From an optimization exercise on the open Yosys and OpenROAD flow, aimed at small area and a short achievable clock period; shortcuts taken in it are not production practice. RTL that was checked went through simulation tests only; none was proved equivalent to the original. Power and IR drop assume default switching activity.

==> inputs of 03-13 <==
// pe_unit
module pe_unit
(
    input  logic                   clk,
    input  logic                   rst,
    input  logic                   in_valid,
    input  logic [16-1:0] weight_count,
    input  logic [16-1:0] feature_count,
    input  logic [(8 + 2*8)-1:0] weight_in,
    input  logic [(4*(8 + 2*8))-1:0] feature_in,
    output logic                   out_valid,
    output logic [(4*4*(2*8 + 2*8))-1:0] result
);
Settings: LEC_CHECK=0, CAP_MARGIN=20, CORE_MARGIN=2, CORE_UTILIZATION=55, SETUP_SLACK_MARGIN=2.7, SLEW_MARGIN=20; clock period 7.0 ns.
run.sh (not shown) runs the stock make flow with config.mk's settings and CLKGATE_MAP_FILE= SYNTH_SCRIPT=/design/flow/synth_recipe.tcl, a recipe that flattens the netlist after the stock synthesis.
==> inputs of 03-27, as changes to 03-13 <==
--- a/flow/design.v
+++ b/flow/design.v
@@ -8,57 +8,79 @@
     input  logic [16-1:0] weight_count,
     input  logic [16-1:0] feature_count,
     output logic [4-1:0]   slot_sel,
     output logic                   busy,
     output logic                   out_valid
 );
-    localparam logic [1:0] IDLE = 2'd0;
-    localparam logic [1:0] RUN  = 2'd1;
-    localparam logic [1:0] DONE = 2'd3;
+    localparam logic [1:0] IDLE         = 2'd0;
+    localparam logic [1:0] LOAD_WEIGHT  = 2'd1;
+    localparam logic [1:0] LOAD_FEATURE = 2'd2;
+    localparam logic [1:0] DONE         = 2'd3;
     logic [1:0]             state;
+    logic [1:0]             next_state;
     logic [16-1:0] cycle_cnt;
-    logic [16-1:0] cycle_inc;
+    logic [16-1:0] next_cycle_cnt;
     logic [16-1:0] weight_cnt;
     logic [16-1:0] next_weight_cnt;
     logic                   accept;
     logic                   weight_we;
     logic                   pass_end;
-    logic                   last_pass;
-    logic                   slot0_n;
-    assign slot_sel[0] = ~slot0_n;
-    assign accept = (state == IDLE && in_valid) || state == RUN;
-    assign cycle_inc = cycle_cnt + 16'(1);
+    assign accept = (state == IDLE && in_valid) ||
+                    state == LOAD_WEIGHT ||
+                    state == LOAD_FEATURE;
+    logic [16-1:0] cycle_inc;
+    logic [16-1:0] weight_inc;
+    logic                   last_if_we;
+    logic                   last_if_not_we;
+    assign cycle_inc  = cycle_cnt + 16'(1);
+    assign weight_inc = weight_cnt + 16'(1);
     assign pass_end  = accept && (cycle_inc == feature_count);
-    assign weight_we = accept && (slot_sel != '0);
+    assign weight_we = accept && (cycle_cnt < 16'(4));
+    logic [4-1:0] next_slot_sel;
+    always_comb begin
+        for (int i = 0; i < 4; i++)
+            next_slot_sel[i] = (next_cycle_cnt == 16'(i));
+    end
     assign busy = (state != IDLE) || in_valid;
-    assign next_weight_cnt = weight_we ? weight_cnt + 16'(1) : weight_cnt;
-    assign last_pass = (next_weight_cnt >= weight_count);
+    assign next_weight_cnt = weight_we ? weight_inc : weight_cnt;
+    assign last_if_we     = (weight_inc >= weight_count);
+    assign last_if_not_we = (weight_cnt >= weight_count);
+    always_comb begin
+        next_state     = state;
+        next_cycle_cnt = cycle_cnt;
+        if (accept) begin
+            if (pass_end) begin
+                next_cycle_cnt = '0;
+                if (weight_we ? last_if_we : last_if_not_we) begin
+                    next_state = DONE;
+                end else begin
+                    next_state = LOAD_WEIGHT;
+                end
+            end else begin
+                next_cycle_cnt = cycle_inc;
+                if (next_cycle_cnt < 16'(4)) begin
+                    next_state = LOAD_WEIGHT;
+                end else begin
+                    next_state = LOAD_FEATURE;
+                end
+            end
+        end
+    end
     always_ff @(posedge clk or posedge rst) begin
         if (rst) begin
             state      <= IDLE;
             cycle_cnt  <= '0;
             weight_cnt <= '0;
-            slot0_n    <= 1'b0;
-            slot_sel[4-1:1] <= '0;
             out_valid  <= 1'b0;
+            slot_sel   <= 4'(1);
         end else begin
+            slot_sel   <= next_slot_sel;
+            state      <= next_state;
+            cycle_cnt  <= next_cycle_cnt;
             weight_cnt <= next_weight_cnt;
             out_valid  <= accept;
-            if (accept) begin
-                if (pass_end) begin
-                    cycle_cnt <= '0;
-                    slot0_n   <= 1'b0;
-                    slot_sel[4-1:1] <= '0;
-                    state     <= last_pass ? DONE : RUN;
-                end else begin
-                    cycle_cnt <= cycle_inc;
-                    slot0_n   <= 1'b1;
-                    slot_sel[4-1:1] <= slot_sel[4-2:0];
-                    state     <= RUN;
-                end
-            end
         end
     end
 endmodule
 `default_nettype wire
 `timescale 1ns/1ps
 `default_nettype none
@@ -92,41 +114,33 @@
 module feature_window
 (
     input  logic                   clk,
     input  logic                   rst,
     input  logic                   busy,
     input  logic [(4*(8 + 2*8))-1:0] feature_in,
-    output logic [3*(4*(8 + 2*8))-1:0] window,
-    output logic [2*4*8-1:0] coords3
+    output logic [3*(4*(8 + 2*8))-1:0] window
 );
     localparam int GW = (4*(8 + 2*8));
-    localparam int CW = 2*4*8;
     logic [3*GW-1:0] stages;
-    logic [CW-1:0]   last;
     always_ff @(posedge clk or posedge rst) begin
         if (rst) begin
             stages <= '0;
-            last   <= '0;
         end else begin
             stages <= {stages[2*GW-1:0], feature_in & {GW{busy}}};
-            last   <= stages[2*GW +: CW];
         end
     end
     assign window  = stages;
-    assign coords3 = last;
 endmodule
 `default_nettype wire
 `timescale 1ns/1ps
 `default_nettype none
 module outer_product_array
 (
     input  logic                             clk,
-    input  logic [4*(8 + 2*8)-1:0] weights,
     input  logic [4*(8 + 2*8)-1:0] weights_next,
     input  logic [3*(4*(8 + 2*8))-1:0]         window,
-    input  logic [2*4*8-1:0] coords3,
     input  logic [(4*(8 + 2*8))-1:0]           feature_in,
     output logic [(4*4*(2*8 + 2*8))-1:0]          result
 );
     localparam int W  = 8;
     localparam int C  = 8;
     localparam int L  = 4;
@@ -161,29 +175,28 @@
         end
     end
     always_ff @(posedge clk) begin
         prod_b_q <= prod_b_d;
         prod_g_q <= prod_g_d;
     end
-    logic [4*2*L*C-1:0] coords;
-    always_comb begin
-        for (int d = 0; d < 3; d++)
-            coords[d*2*L*C +: 2*L*C] = window[d*GW +: 2*L*C];
-        coords[3*2*L*C +: 2*L*C] = coords3;
-    end
+    logic [N*2*C-1:0] off_d;
+    logic [N*2*C-1:0] off_q;
     always_comb begin
-        result[N*2*C +: N*2*W] = prod_q;
         for (int i = 0; i < L; i++) begin
             for (int j = 0; j < L; j++) begin
-                result[N*C + (i*L+j)*C +: C] =
-                    coords[i*2*L*C + L*C + j*C +: C] - weights[i*EW + C +: C];
-                result[(i*L+j)*C +: C] =
-                    coords[i*2*L*C + j*C +: C] - weights[i*EW +: C];
+                off_d[N*C + (i*L+j)*C +: C] =
+                    src[i*GW + L*C + j*C +: C] - weights_next[i*EW + C +: C];
+                off_d[(i*L+j)*C +: C] =
+                    src[i*GW + j*C +: C] - weights_next[i*EW +: C];
             end
         end
     end
+    always_ff @(posedge clk) begin
+        off_q <= off_d;
+    end
+    assign result = {prod_q, off_q};
 endmodule
 module mul_bw (
     input  logic [7:0]  a,
     input  logic [7:0]  b,
     output logic [15:0] s,
     output logic [15:0] c
@@ -397,13 +410,12 @@
 );
     logic [4-1:0]             slot_sel;
     logic                             busy;
     logic [4*(8 + 2*8)-1:0] weights;
     logic [4*(8 + 2*8)-1:0] weights_next;
     logic [3*(4*(8 + 2*8))-1:0]         window;
-    logic [2*4*8-1:0] coords3;
     pe_sequencer u_sequencer (
         .clk           (clk),
         .rst           (rst),
         .in_valid      (in_valid),
         .weight_count  (weight_count),
         .feature_count (feature_count),
@@ -413,28 +425,24 @@
     );
     weight_buffer u_weight_buffer (
         .clk          (clk),
         .rst          (rst),
         .slot_sel     (slot_sel),
         .weight_in    (weight_in),
-        .weights      (weights),
         .weights_next (weights_next)
     );
     feature_window u_feature_window (
         .clk        (clk),
         .rst        (rst),
         .busy       (busy),
         .feature_in (feature_in),
-        .window     (window),
-        .coords3    (coords3)
+        .window     (window)
     );
     outer_product_array u_outer_product_array (
         .clk          (clk),
-        .weights      (weights),
         .weights_next (weights_next),
         .window       (window),
-        .coords3      (coords3),
         .feature_in   (feature_in),
         .result       (result)
     );
 endmodule
 `default_nettype wire
- CORE_UTILIZATION: 55 -> 40
- SETUP_SLACK_MARGIN: 2.7 -> 2.8
==> inputs of 04-22, as changes to 03-13 <==
--- a/flow/design.v
+++ b/flow/design.v
@@ -5,12 +5,13 @@
     input  logic                   clk,
     input  logic                   rst,
     input  logic                   in_valid,
     input  logic [16-1:0] weight_count,
     input  logic [16-1:0] feature_count,
     output logic [4-1:0]   slot_sel,
+    output logic [4-1:0]   coord_sel,
     output logic                   busy,
     output logic                   out_valid
 );
     localparam logic [1:0] IDLE = 2'd0;
     localparam logic [1:0] RUN  = 2'd1;
     localparam logic [1:0] DONE = 2'd3;
@@ -26,12 +27,16 @@
     logic                   slot0_n;
     assign slot_sel[0] = ~slot0_n;
     assign accept = (state == IDLE && in_valid) || state == RUN;
     assign cycle_inc = cycle_cnt + 16'(1);
     assign pass_end  = accept && (cycle_inc == feature_count);
     assign weight_we = accept && (slot_sel != '0);
+    always_comb begin
+        for (int i = 0; i < 4; i++)
+            coord_sel[i] = (cycle_cnt == 16'(i));
+    end
     assign busy = (state != IDLE) || in_valid;
     assign next_weight_cnt = weight_we ? weight_cnt + 16'(1) : weight_cnt;
     assign last_pass = (next_weight_cnt >= weight_count);
     always_ff @(posedge clk or posedge rst) begin
         if (rst) begin
             state      <= IDLE;
@@ -64,21 +69,26 @@
 `default_nettype none
 module weight_buffer
 (
     input  logic                   clk,
     input  logic                   rst,
     input  logic [4-1:0]   slot_sel,
+    input  logic [4-1:0]   coord_sel,
     input  logic [(8 + 2*8)-1:0] weight_in,
     output logic [4*(8 + 2*8)-1:0] weights,
     output logic [4*(8 + 2*8)-1:0] weights_next
 );
     localparam int EW = (8 + 2*8);
+    localparam int C  = 8;
     logic [4*EW-1:0] slots;
+    logic [EW-1:0]           entry;
+    assign entry = {weight_in[EW-1:2*C], -weight_in[2*C-1:C], -weight_in[C-1:0]};
     always_comb begin
         for (int i = 0; i < 4; i++)
-            weights_next[i*EW +: EW] = slot_sel[i] ? weight_in : slots[i*EW +: EW];
+            weights_next[i*EW +: EW] = {slot_sel[i]  ? entry[EW-1:2*C]     : slots[i*EW + 2*C +: EW-2*C],
+                                        coord_sel[i] ? entry[2*C-1:0]      : slots[i*EW +: 2*C]};
     end
     always_ff @(posedge clk or posedge rst) begin
         if (rst) begin
             slots <= '0;
         end else begin
             slots <= weights_next;
@@ -92,41 +102,43 @@
 module feature_window
 (
     input  logic                   clk,
     input  logic                   rst,
     input  logic                   busy,
     input  logic [(4*(8 + 2*8))-1:0] feature_in,
-    output logic [3*(4*(8 + 2*8))-1:0] window,
-    output logic [2*4*8-1:0] coords3
+    output logic [3*(4*(8 + 2*8))-1:0] window
 );
     localparam int GW = (4*(8 + 2*8));
     localparam int CW = 2*4*8;
-    logic [3*GW-1:0] stages;
-    logic [CW-1:0]   last;
+    localparam int VW = 4*8;
+    logic [3*CW-1:0] coords;
+    logic [3*VW-1:0] values;
     always_ff @(posedge clk or posedge rst) begin
         if (rst) begin
-            stages <= '0;
-            last   <= '0;
+            coords <= '0;
         end else begin
-            stages <= {stages[2*GW-1:0], feature_in & {GW{busy}}};
-            last   <= stages[2*GW +: CW];
+            coords <= {coords[2*CW-1:0], feature_in[CW-1:0] & {CW{busy}}};
         end
     end
-    assign window  = stages;
-    assign coords3 = last;
+    always_ff @(posedge clk) begin
+        values <= {values[2*VW-1:0], feature_in[GW-1:CW]};
+    end
+    always_comb begin
+        for (int d = 0; d < 3; d++)
+            window[d*GW +: GW] = {values[d*VW +: VW], coords[d*CW +: CW]};
+    end
 endmodule
 `default_nettype wire
 `timescale 1ns/1ps
 `default_nettype none
 module outer_product_array
 (
     input  logic                             clk,
     input  logic [4*(8 + 2*8)-1:0] weights,
     input  logic [4*(8 + 2*8)-1:0] weights_next,
     input  logic [3*(4*(8 + 2*8))-1:0]         window,
-    input  logic [2*4*8-1:0] coords3,
     input  logic [(4*(8 + 2*8))-1:0]           feature_in,
     output logic [(4*4*(2*8 + 2*8))-1:0]          result
 );
     localparam int W  = 8;
     localparam int C  = 8;
     localparam int L  = 4;
@@ -161,26 +173,35 @@
         end
     end
     always_ff @(posedge clk) begin
         prod_b_q <= prod_b_d;
         prod_g_q <= prod_g_d;
     end
-    logic [4*2*L*C-1:0] coords;
+    logic [2*L*C-1:0] off3_d, off3_q;
     always_comb begin
-        for (int d = 0; d < 3; d++)
-            coords[d*2*L*C +: 2*L*C] = window[d*GW +: 2*L*C];
-        coords[3*2*L*C +: 2*L*C] = coords3;
+        for (int j = 0; j < L; j++) begin
+            off3_d[L*C + j*C +: C] = src[3*GW + L*C + j*C +: C] + weights_next[3*EW + C +: C];
+            off3_d[j*C +: C]       = src[3*GW + j*C +: C] + weights_next[3*EW +: C];
+        end
+    end
+    always_ff @(posedge clk) begin
+        off3_q <= off3_d;
     end
     always_comb begin
         result[N*2*C +: N*2*W] = prod_q;
         for (int i = 0; i < L; i++) begin
             for (int j = 0; j < L; j++) begin
-                result[N*C + (i*L+j)*C +: C] =
-                    coords[i*2*L*C + L*C + j*C +: C] - weights[i*EW + C +: C];
-                result[(i*L+j)*C +: C] =
-                    coords[i*2*L*C + j*C +: C] - weights[i*EW +: C];
+                if (i < 3) begin
+                    result[N*C + (i*L+j)*C +: C] =
+                        window[i*GW + L*C + j*C +: C] + weights[i*EW + C +: C];
+                    result[(i*L+j)*C +: C] =
+                        window[i*GW + j*C +: C] + weights[i*EW +: C];
+                end else begin
+                    result[N*C + (i*L+j)*C +: C] = off3_q[L*C + j*C +: C];
+                    result[(i*L+j)*C +: C]       = off3_q[j*C +: C];
+                end
             end
         end
     end
 endmodule
 module mul_bw (
     input  logic [7:0]  a,
@@ -393,48 +414,48 @@
     input  logic [(8 + 2*8)-1:0] weight_in,
     input  logic [(4*(8 + 2*8))-1:0] feature_in,
     output logic                   out_valid,
     output logic [(4*4*(2*8 + 2*8))-1:0] result
 );
     logic [4-1:0]             slot_sel;
+    logic [4-1:0]             coord_sel;
     logic                             busy;
     logic [4*(8 + 2*8)-1:0] weights;
     logic [4*(8 + 2*8)-1:0] weights_next;
     logic [3*(4*(8 + 2*8))-1:0]         window;
-    logic [2*4*8-1:0] coords3;
     pe_sequencer u_sequencer (
         .clk           (clk),
         .rst           (rst),
         .in_valid      (in_valid),
         .weight_count  (weight_count),
         .feature_count (feature_count),
         .slot_sel      (slot_sel),
+        .coord_sel     (coord_sel),
         .busy          (busy),
         .out_valid     (out_valid)
     );
     weight_buffer u_weight_buffer (
         .clk          (clk),
         .rst          (rst),
         .slot_sel     (slot_sel),
+        .coord_sel    (coord_sel),
         .weight_in    (weight_in),
         .weights      (weights),
         .weights_next (weights_next)
     );
     feature_window u_feature_window (
         .clk        (clk),
         .rst        (rst),
         .busy       (busy),
         .feature_in (feature_in),
-        .window     (window),
-        .coords3    (coords3)
+        .window     (window)
     );
     outer_product_array u_outer_product_array (
         .clk          (clk),
         .weights      (weights),
         .weights_next (weights_next),
         .window       (window),
-        .coords3      (coords3),
         .feature_in   (feature_in),
         .result       (result)
     );
 endmodule
 `default_nettype wire
==> flow/flow/run.sh (new file) <==
#!/bin/bash
# Layout flow: the standard flow (standard.sh, unchanged synthesis and
# steps), except that the buffers placed on every input and output port are
# sky130_fd_sc_hd__buf_2 rather than the flow's default pick (a delay cell).
set -euo pipefail
export BUFFER_PORTS_ARGS="-buffer_cell sky130_fd_sc_hd__buf_2"
bash standard.sh > standard.log 2>&1
==> flow/standard.sh (new file) <==
#!/bin/bash
# synth_recipe.tcl (not shown) runs the flow's synth.tcl, then flattens the netlist and writes it again
# the make line also repeats each setting of config.mk as NAME=value (left out here)
make -C /OpenROAD-flow-scripts/flow DESIGN_CONFIG=/design/flow/config.mk WORK_HOME=/design/flow/orfs CLKGATE_MAP_FILE= SYNTH_SCRIPT=/design/flow/synth_recipe.tcl "${@:-finish}"
- CTS_BUF_LIST: not set -> sky130_fd_sc_hd__clkbuf_8
- CTS_CLUSTER_SIZE: not set -> 30
removed: flow/run.sh
==> run summary <==
Initial core utilization: 03-13 0.5529; 04-22 0.5535; 03-27 0.4025
Number of storage elements in the synthesis netlist: 03-13 791; 04-22 791; 03-27 983
Crit Path Class: 03-13 in -> reg; 04-22 reg -> out; 03-27 reg -> reg
Part of the power in combinational logic: 03-13 0.582; 04-22 0.609; 03-27 0.102
Share of synthesized area spent on multiplexers: 03-13 0.01162; 04-22 0.01414; 03-27 0.01621
Beginning of the critical path: 03-13 weight_in[17]; 04-22 u_weight_buffer.slots[0]; 03-27 u_sequencer.slot_sel[0]
Number of stages on the worst setup path: 03-13 12; 04-22 10; 03-27 14
Number of diodes added for antenna fixing: 03-13 14; 04-22 15; 03-27 15
Outcome: 03-13 finished clean; 04-22 finished clean; 03-27 finished clean
FFs & Latches: 03-13 791; 04-22 791; 03-27 983
Destination of the worst register-to-register timing path: 03-13 u_outer_product_array.prod_g_q[32]; 04-22 u_outer_product_array.prod_g_q[41]; 03-27 u_outer_product_array.prod_g_q[8]
Final instance area: 03-13 0.07517 mm2; 04-22 0.07179 mm2; 03-27 0.08189 mm2
Clock buffer and inverter area fraction after layout: 03-13 0.04156; 04-22 0.04497; 03-27 0.05074
Adder-cell area share of the yosys netlist: 03-13 0.3539; 04-22 0.3600; 03-27 0.3322
Worst reg2reg path startpoint: 03-13 u_sequencer.slot_sel[2]; 04-22 u_sequencer.slot_sel[3]; 03-27 u_sequencer.slot_sel[0]
Internal power component: 03-13 16410 uW; 04-22 17280 uW; 03-27 10390 uW
Number of levels in the clock H-tree: 03-13 3; 04-22 4; 03-27 3
Worst reg2reg setup slack: 03-13 2.73 ns; 04-22 2.65 ns; 03-27 2.59 ns
The RTL of 03-27 and 04-22 was laid out without a check of its function.

## static timing again, ports no longer ideal
Ports are ideal in the flow. The routed layouts listed here were re-timed in OpenROAD. Step 1 (the two cells are an assumption about what drives the block):
set clk [get_ports {clk}]
set_driving_cell -lib_cell sky130_fd_sc_hd__clkbuf_16 $clk
set_driving_cell -lib_cell sky130_fd_sc_hd__buf_2 [delete_from_list [all_inputs] $clk]
Step 2, shift: input delay + t, output delay - t, t = (earliest + latest rising clock arrival at the registers) / 2. This alone moves slack from input paths to output paths. Three values: ideal ports, drivers, drivers and shift; two values: the first two.
run | t (ns) | setup slack, ns | clock arrival spread, ns
03-13 | 0.754 | 2.626 / 2.526 / 1.772 | 0.021 / 0.020
03-27 | 0.827 | 2.590 / 2.523 / 1.696 | 0.073 / 0.073
04-22 | 0.889 | 2.563 / 2.487 / 1.726 | 0.041 / 0.040
After both steps every run listed still meets setup and hold. The setup slack of 03-27, which loses most, moves by -0.067 ns with the drivers and by -0.894 ns with both steps.
